From an optimization exercise on the open Yosys and OpenROAD flow, aimed at small area and a short achievable clock period; shortcuts taken in it are not production practice. Only simulation tests tie the RTL to the original design; equivalence was not proved.

==> try-zinc: inputs <==
// gimbal_bilinear_servo_map
module gimbal_bilinear_servo_map (
  input  wire                clk,
  input  wire                rst_n,
  input  wire                start,
  output logic               busy,
  input  wire  signed [15:0] in_pitch_setpoint,
  input  wire  signed [15:0] in_yaw_setpoint,
  output logic               out_valid,
  output logic signed [14:0] out_top_angle_raw,
  output logic signed [14:0] out_bottom_angle_raw,
  output logic        [6:0]  out_top_servo_cmd,
  output logic        [6:0]  out_bottom_servo_cmd,
  input  wire                cfg_valid,
  output logic               cfg_ready,
  input  wire         [0:0]  cfg_index,
  input  wire         [15:0] cfg_data
);
Settings: LEC_CHECK=0, ABC_AREA=1, CAP_MARGIN=40, CORE_MARGIN=2, CORE_UTILIZATION=70, CTS_BUF_LIST=sky130_fd_sc_hd__clkbuf_16, CTS_CLUSTER_DIAMETER=100, CTS_CLUSTER_SIZE=25, PLACE_DENSITY=0.85, SLEW_MARGIN=20; clock period 11.0 ns.
standard.sh (not shown) runs the stock make flow with config.mk's settings and CLKGATE_MAP_FILE= SYNTH_SCRIPT=/design/flow/synth_recipe.tcl, a recipe that flattens the netlist after the stock synthesis.
==> flow/flow/run.sh <==
#!/bin/bash
# Own layout flow: the standard flow with two changes.
#  1. Between synthesis and floorplan, polar.py removes the inverters that Yosys's
#     full-adder extraction leaves between adders, by choosing each full adder's
#     polarity (fa(~a,~b,~c) = ~fa(a,b,c)). Registers, ports and all other cells stay
#     as synthesis made them.
#  2. The port buffers that global placement inserts are buf_2 cells instead of the
#     default delay buffer.
set -euo pipefail
WORK=$(pwd)
R="$WORK/orfs/results/${FLOW_PLATFORM:-sky130hd}/gimbal_bilinear_servo_map/base"
bash standard.sh synth > "$WORK/synth.log" 2>&1
cp "$R/1_2_yosys.v" "$WORK/synth_netlist.v"
python3 "$WORK/flow/polar.py" "$WORK/synth_netlist.v" "$WORK/polar_netlist.v" > "$WORK/polar.log" 2>&1
cp "$WORK/polar_netlist.v" "$R/1_2_yosys.v"
rm -f "$R/1_synth.odb" "$R/1_synth.sdc"
export BUFFER_PORTS_ARGS="-buffer_cell sky130_fd_sc_hd__buf_2"
bash standard.sh > "$WORK/layout.log" 2>&1
Other scripts of this flow, unchanged in this note and not shown: flow/flow/polar.py
==> try-tundra (differences from try-zinc) <==
--- a/flow/design.v
+++ b/flow/design.v
@@ -392,62 +392,16 @@
       6'd30: div5t = 3'd6;
       6'd31: div5t = 3'd6;
       6'd32: div5t = 3'd6;
       6'd33: div5t = 3'd6;
       6'd34: div5t = 3'd6;
       default: div5t = 'x;
     endcase
   endfunction
-  function automatic logic [7:0] fold_hi(input logic [5:0] a);
-    case (a)
-      6'd0: fold_hi = 8'd75;
-      6'd1: fold_hi = 8'd75;
-      6'd2: fold_hi = 8'd75;
-      6'd3: fold_hi = 8'd75;
-      6'd4: fold_hi = 8'd75;
-      6'd5: fold_hi = 8'd186;
-      6'd6: fold_hi = 8'd186;
-      6'd7: fold_hi = 8'd186;
-      6'd8: fold_hi = 8'd186;
-      6'd9: fold_hi = 8'd186;
-      6'd10: fold_hi = 8'd169;
-      6'd11: fold_hi = 8'd169;
-      6'd12: fold_hi = 8'd169;
-      6'd13: fold_hi = 8'd169;
-      6'd14: fold_hi = 8'd169;
-      6'd15: fold_hi = 8'd152;
-      6'd16: fold_hi = 8'd152;
-      6'd17: fold_hi = 8'd152;
-      6'd18: fold_hi = 8'd152;
-      6'd19: fold_hi = 8'd152;
-      6'd20: fold_hi = 8'd129;
-      6'd44: fold_hi = 8'd1;
-      6'd45: fold_hi = 8'd1;
-      6'd46: fold_hi = 8'd1;
-      6'd47: fold_hi = 8'd1;
-      6'd48: fold_hi = 8'd1;
-      6'd49: fold_hi = 8'd18;
-      6'd50: fold_hi = 8'd18;
-      6'd51: fold_hi = 8'd18;
-      6'd52: fold_hi = 8'd18;
-      6'd53: fold_hi = 8'd18;
-      6'd54: fold_hi = 8'd35;
-      6'd55: fold_hi = 8'd35;
-      6'd56: fold_hi = 8'd35;
-      6'd57: fold_hi = 8'd35;
-      6'd58: fold_hi = 8'd35;
-      6'd59: fold_hi = 8'd52;
-      6'd60: fold_hi = 8'd52;
-      6'd61: fold_hi = 8'd52;
-      6'd62: fold_hi = 8'd52;
-      6'd63: fold_hi = 8'd52;
-      default: fold_hi = 'x;
-    endcase
-  endfunction
   function automatic logic [7:0] x51(input logic [2:0] a);
     case (a)
       3'd0: x51 = 8'd0;
       3'd1: x51 = 8'd51;
       3'd2: x51 = 8'd102;
       3'd3: x51 = 8'd153;
       3'd4: x51 = 8'd204;
       default: x51 = 'x;
@@ -537,21 +491,16 @@
   logic lo_y, hi_y, cl_y;
   assign lo_y = in_yaw_setpoint < -16'sd5120;
   assign hi_y = in_yaw_setpoint > 16'sd5120;
   assign cl_y = lo_y | hi_y;
   logic [3:0] i_y;
   always_ff @(posedge clk) i_y <= lo_y ? 4'd0 : hi_y ? 4'd8 : idx_hi(in_yaw_setpoint[13:8]);
   logic [2:0] hm_y;
   always_ff @(posedge clk) hm_y <= cl_y ? 3'd0 : mod_hi(in_yaw_setpoint[13:8]);
-  logic [7:0] fy;
-  always_ff @(posedge clk) fy <= lo_y ? 8'd1 : hi_y ? 8'h81 : fold_hi(in_yaw_setpoint[13:8]);
-  logic fy_m1, fy_m2;
-  logic [2:0] fy_r1, fy_r2;
-  assign {fy_m1, fy_r1, fy_m2, fy_r2} = fy;
   logic [3:0] la_y;
   always_ff @(posedge clk) la_y <= cl_y ? 4'd0 : in_yaw_setpoint[7:4];
   logic [4:0] ls_y;
   always_ff @(posedge clk) ls_y <= cl_y ? 5'd0 : 5'(in_yaw_setpoint[7:4]) + 5'(in_yaw_setpoint[3:0]);
   logic [5:0] t_y;
   logic [7:0] x51_y;
   logic [2:0] ft_y;
   logic uy_s0;
@@ -594,20 +543,25 @@
   logic [7:0] f_y;
   always_ff @(posedge clk) f_y <= fs_y;
   logic [3:0] ic_y;
   assign ic_y = i_y;
   logic [7:0] yf3;
   always_ff @(posedge clk) yf3 <= f_y;
   logic [7:0] yf4;
   always_ff @(posedge clk) yf4 <= yf3;
+  logic m1, m2;
+  logic [2:0] r1;
+  assign m1 = i_y > 4'd4;
+  assign r1 = m1 ? 3'(4'd8 - i_y) : i_y[2:0];
+  assign m2 = i_y[2];
   logic [5:0] a_dh1;
   logic [5:0] a_dh2;
-  assign a_dh1 = {fy_r1, i_p[2:0] ^ {3{fy_m1}}};
-  assign a_dh2 = {fy_r2, i_p[2:0] ^ {3{fy_m2}}};
+  assign a_dh1 = {r1, i_p[2:0] ^ {3{m1}}};
+  assign a_dh2 = {m2 ? {1'b0, ~i_y[1:0]} : 3'(i_y[1:0] + 3'd1), i_p[2:0] ^ {3{m2}}};
   logic mg_c;
   assign mg_c = (i_y > 4'd4) | (i_y == 4'd4 && i_p > 4'd4);
   logic [0:0] mg;
   always_ff @(posedge clk) mg <= mg_c;
   logic [6:0] a_g;
   always_ff @(posedge clk) a_g <= {mg_c ? 3'(4'd8 - i_y) : i_y[2:0], mg_c ? 4'(4'd8 - i_p) : i_p};
   logic [5:0] a_nd;
   always_ff @(posedge clk) a_nd <= {i_y[1:0] ^ {2{i_y[2]}}, i_y[2] ? 4'(4'd8 - i_p) : i_p};
Settings changed: CORE_UTILIZATION 70 to 60, CTS_CLUSTER_SIZE 25 to 30, PLACE_DENSITY 0.85 to 0.72.
==> try-indigo (differences from try-zinc) <==
--- a/flow/design.v
+++ b/flow/design.v
@@ -392,62 +392,16 @@
       6'd30: div5t = 3'd6;
       6'd31: div5t = 3'd6;
       6'd32: div5t = 3'd6;
       6'd33: div5t = 3'd6;
       6'd34: div5t = 3'd6;
       default: div5t = 'x;
     endcase
   endfunction
-  function automatic logic [7:0] fold_hi(input logic [5:0] a);
-    case (a)
-      6'd0: fold_hi = 8'd75;
-      6'd1: fold_hi = 8'd75;
-      6'd2: fold_hi = 8'd75;
-      6'd3: fold_hi = 8'd75;
-      6'd4: fold_hi = 8'd75;
-      6'd5: fold_hi = 8'd186;
-      6'd6: fold_hi = 8'd186;
-      6'd7: fold_hi = 8'd186;
-      6'd8: fold_hi = 8'd186;
-      6'd9: fold_hi = 8'd186;
-      6'd10: fold_hi = 8'd169;
-      6'd11: fold_hi = 8'd169;
-      6'd12: fold_hi = 8'd169;
-      6'd13: fold_hi = 8'd169;
-      6'd14: fold_hi = 8'd169;
-      6'd15: fold_hi = 8'd152;
-      6'd16: fold_hi = 8'd152;
-      6'd17: fold_hi = 8'd152;
-      6'd18: fold_hi = 8'd152;
-      6'd19: fold_hi = 8'd152;
-      6'd20: fold_hi = 8'd129;
-      6'd44: fold_hi = 8'd1;
-      6'd45: fold_hi = 8'd1;
-      6'd46: fold_hi = 8'd1;
-      6'd47: fold_hi = 8'd1;
-      6'd48: fold_hi = 8'd1;
-      6'd49: fold_hi = 8'd18;
-      6'd50: fold_hi = 8'd18;
-      6'd51: fold_hi = 8'd18;
-      6'd52: fold_hi = 8'd18;
-      6'd53: fold_hi = 8'd18;
-      6'd54: fold_hi = 8'd35;
-      6'd55: fold_hi = 8'd35;
-      6'd56: fold_hi = 8'd35;
-      6'd57: fold_hi = 8'd35;
-      6'd58: fold_hi = 8'd35;
-      6'd59: fold_hi = 8'd52;
-      6'd60: fold_hi = 8'd52;
-      6'd61: fold_hi = 8'd52;
-      6'd62: fold_hi = 8'd52;
-      6'd63: fold_hi = 8'd52;
-      default: fold_hi = 'x;
-    endcase
-  endfunction
   function automatic logic [7:0] x51(input logic [2:0] a);
     case (a)
       3'd0: x51 = 8'd0;
       3'd1: x51 = 8'd51;
       3'd2: x51 = 8'd102;
       3'd3: x51 = 8'd153;
       3'd4: x51 = 8'd204;
       default: x51 = 'x;
@@ -537,21 +491,16 @@
   logic lo_y, hi_y, cl_y;
   assign lo_y = in_yaw_setpoint < -16'sd5120;
   assign hi_y = in_yaw_setpoint > 16'sd5120;
   assign cl_y = lo_y | hi_y;
   logic [3:0] i_y;
   always_ff @(posedge clk) i_y <= lo_y ? 4'd0 : hi_y ? 4'd8 : idx_hi(in_yaw_setpoint[13:8]);
   logic [2:0] hm_y;
   always_ff @(posedge clk) hm_y <= cl_y ? 3'd0 : mod_hi(in_yaw_setpoint[13:8]);
-  logic [7:0] fy;
-  always_ff @(posedge clk) fy <= lo_y ? 8'd1 : hi_y ? 8'h81 : fold_hi(in_yaw_setpoint[13:8]);
-  logic fy_m1, fy_m2;
-  logic [2:0] fy_r1, fy_r2;
-  assign {fy_m1, fy_r1, fy_m2, fy_r2} = fy;
   logic [3:0] la_y;
   always_ff @(posedge clk) la_y <= cl_y ? 4'd0 : in_yaw_setpoint[7:4];
   logic [4:0] ls_y;
   always_ff @(posedge clk) ls_y <= cl_y ? 5'd0 : 5'(in_yaw_setpoint[7:4]) + 5'(in_yaw_setpoint[3:0]);
   logic [5:0] t_y;
   logic [7:0] x51_y;
   logic [2:0] ft_y;
   logic uy_s0;
@@ -594,20 +543,25 @@
   logic [7:0] f_y;
   always_ff @(posedge clk) f_y <= fs_y;
   logic [3:0] ic_y;
   assign ic_y = i_y;
   logic [7:0] yf3;
   always_ff @(posedge clk) yf3 <= f_y;
   logic [7:0] yf4;
   always_ff @(posedge clk) yf4 <= yf3;
+  logic m1, m2;
+  logic [2:0] r1;
+  assign m1 = i_y > 4'd4;
+  assign r1 = m1 ? 3'(4'd8 - i_y) : i_y[2:0];
+  assign m2 = i_y[2];
   logic [5:0] a_dh1;
   logic [5:0] a_dh2;
-  assign a_dh1 = {fy_r1, i_p[2:0] ^ {3{fy_m1}}};
-  assign a_dh2 = {fy_r2, i_p[2:0] ^ {3{fy_m2}}};
+  assign a_dh1 = {r1, i_p[2:0] ^ {3{m1}}};
+  assign a_dh2 = {m2 ? {1'b0, ~i_y[1:0]} : 3'(i_y[1:0] + 3'd1), i_p[2:0] ^ {3{m2}}};
   logic mg_c;
   assign mg_c = (i_y > 4'd4) | (i_y == 4'd4 && i_p > 4'd4);
   logic [0:0] mg;
   always_ff @(posedge clk) mg <= mg_c;
   logic [6:0] a_g;
   always_ff @(posedge clk) a_g <= {mg_c ? 3'(4'd8 - i_y) : i_y[2:0], mg_c ? 4'(4'd8 - i_p) : i_p};
   logic [5:0] a_nd;
   always_ff @(posedge clk) a_nd <= {i_y[1:0] ^ {2{i_y[2]}}, i_y[2] ? 4'(4'd8 - i_p) : i_p};
Settings changed: CORE_UTILIZATION 70 to 60, CTS_BUF_LIST sky130_fd_sc_hd__clkbuf_16 to sky130_fd_sc_hd__clkbuf_4 sky130_fd_sc_hd__clkbuf_8, CTS_CLUSTER_DIAMETER 100 to not set, CTS_CLUSTER_SIZE 25 to not set, PLACE_DENSITY 0.85 to 0.72.
==> notes <==
try-indigo produced a clean layout. try-zinc finished with timing, DRC and antenna clean. try-tundra went through all stages and came out clean.
Worst setup slack, highest first: try-zinc, try-tundra, try-indigo.
Critical path depth is the same in try-tundra and try-indigo.
Against try-indigo, the non-clock buffer count of try-zinc is lower by 1.
The lowest count of clock-buffer cells in the layout belongs to try-zinc, the highest to try-indigo.
Against try-indigo, the worst hold slack of try-zinc is higher by 0.00094 ns.

-- static timing again, ports no longer ideal --
In the flow no input, the clock included, has a driving cell. The finished layouts below were timed again as built, in two steps.
Step 1 assumes that a clkbuf_16 drives the clock port and a buf_2 every other input.
Step 2 moves the port delays by t, midway between the first and last clock arrival at a register: inputs arrive t later, outputs are due t later. That takes back most of the time a late clock gives input paths.
Three values: ideal, step 1, step 2; two values: the first two.
run	t, ns	setup slack, ns	hold WS [ns]
try-zinc	0.651	6.949 / 6.949 / 6.780	0.325 / 0.325 / 0.325
try-tundra	0.682	6.818 / 6.818 / 6.785	0.309 / 0.309 / 0.309
try-indigo	0.734	6.741 / 6.741 / 6.736	0.325 / 0.325 / 0.325
After both steps setup and hold are still met in every run listed. For try-zinc, which loses most, drivers alone change the setup slack by 0.000 ns; drivers and shift together by -0.169 ns.
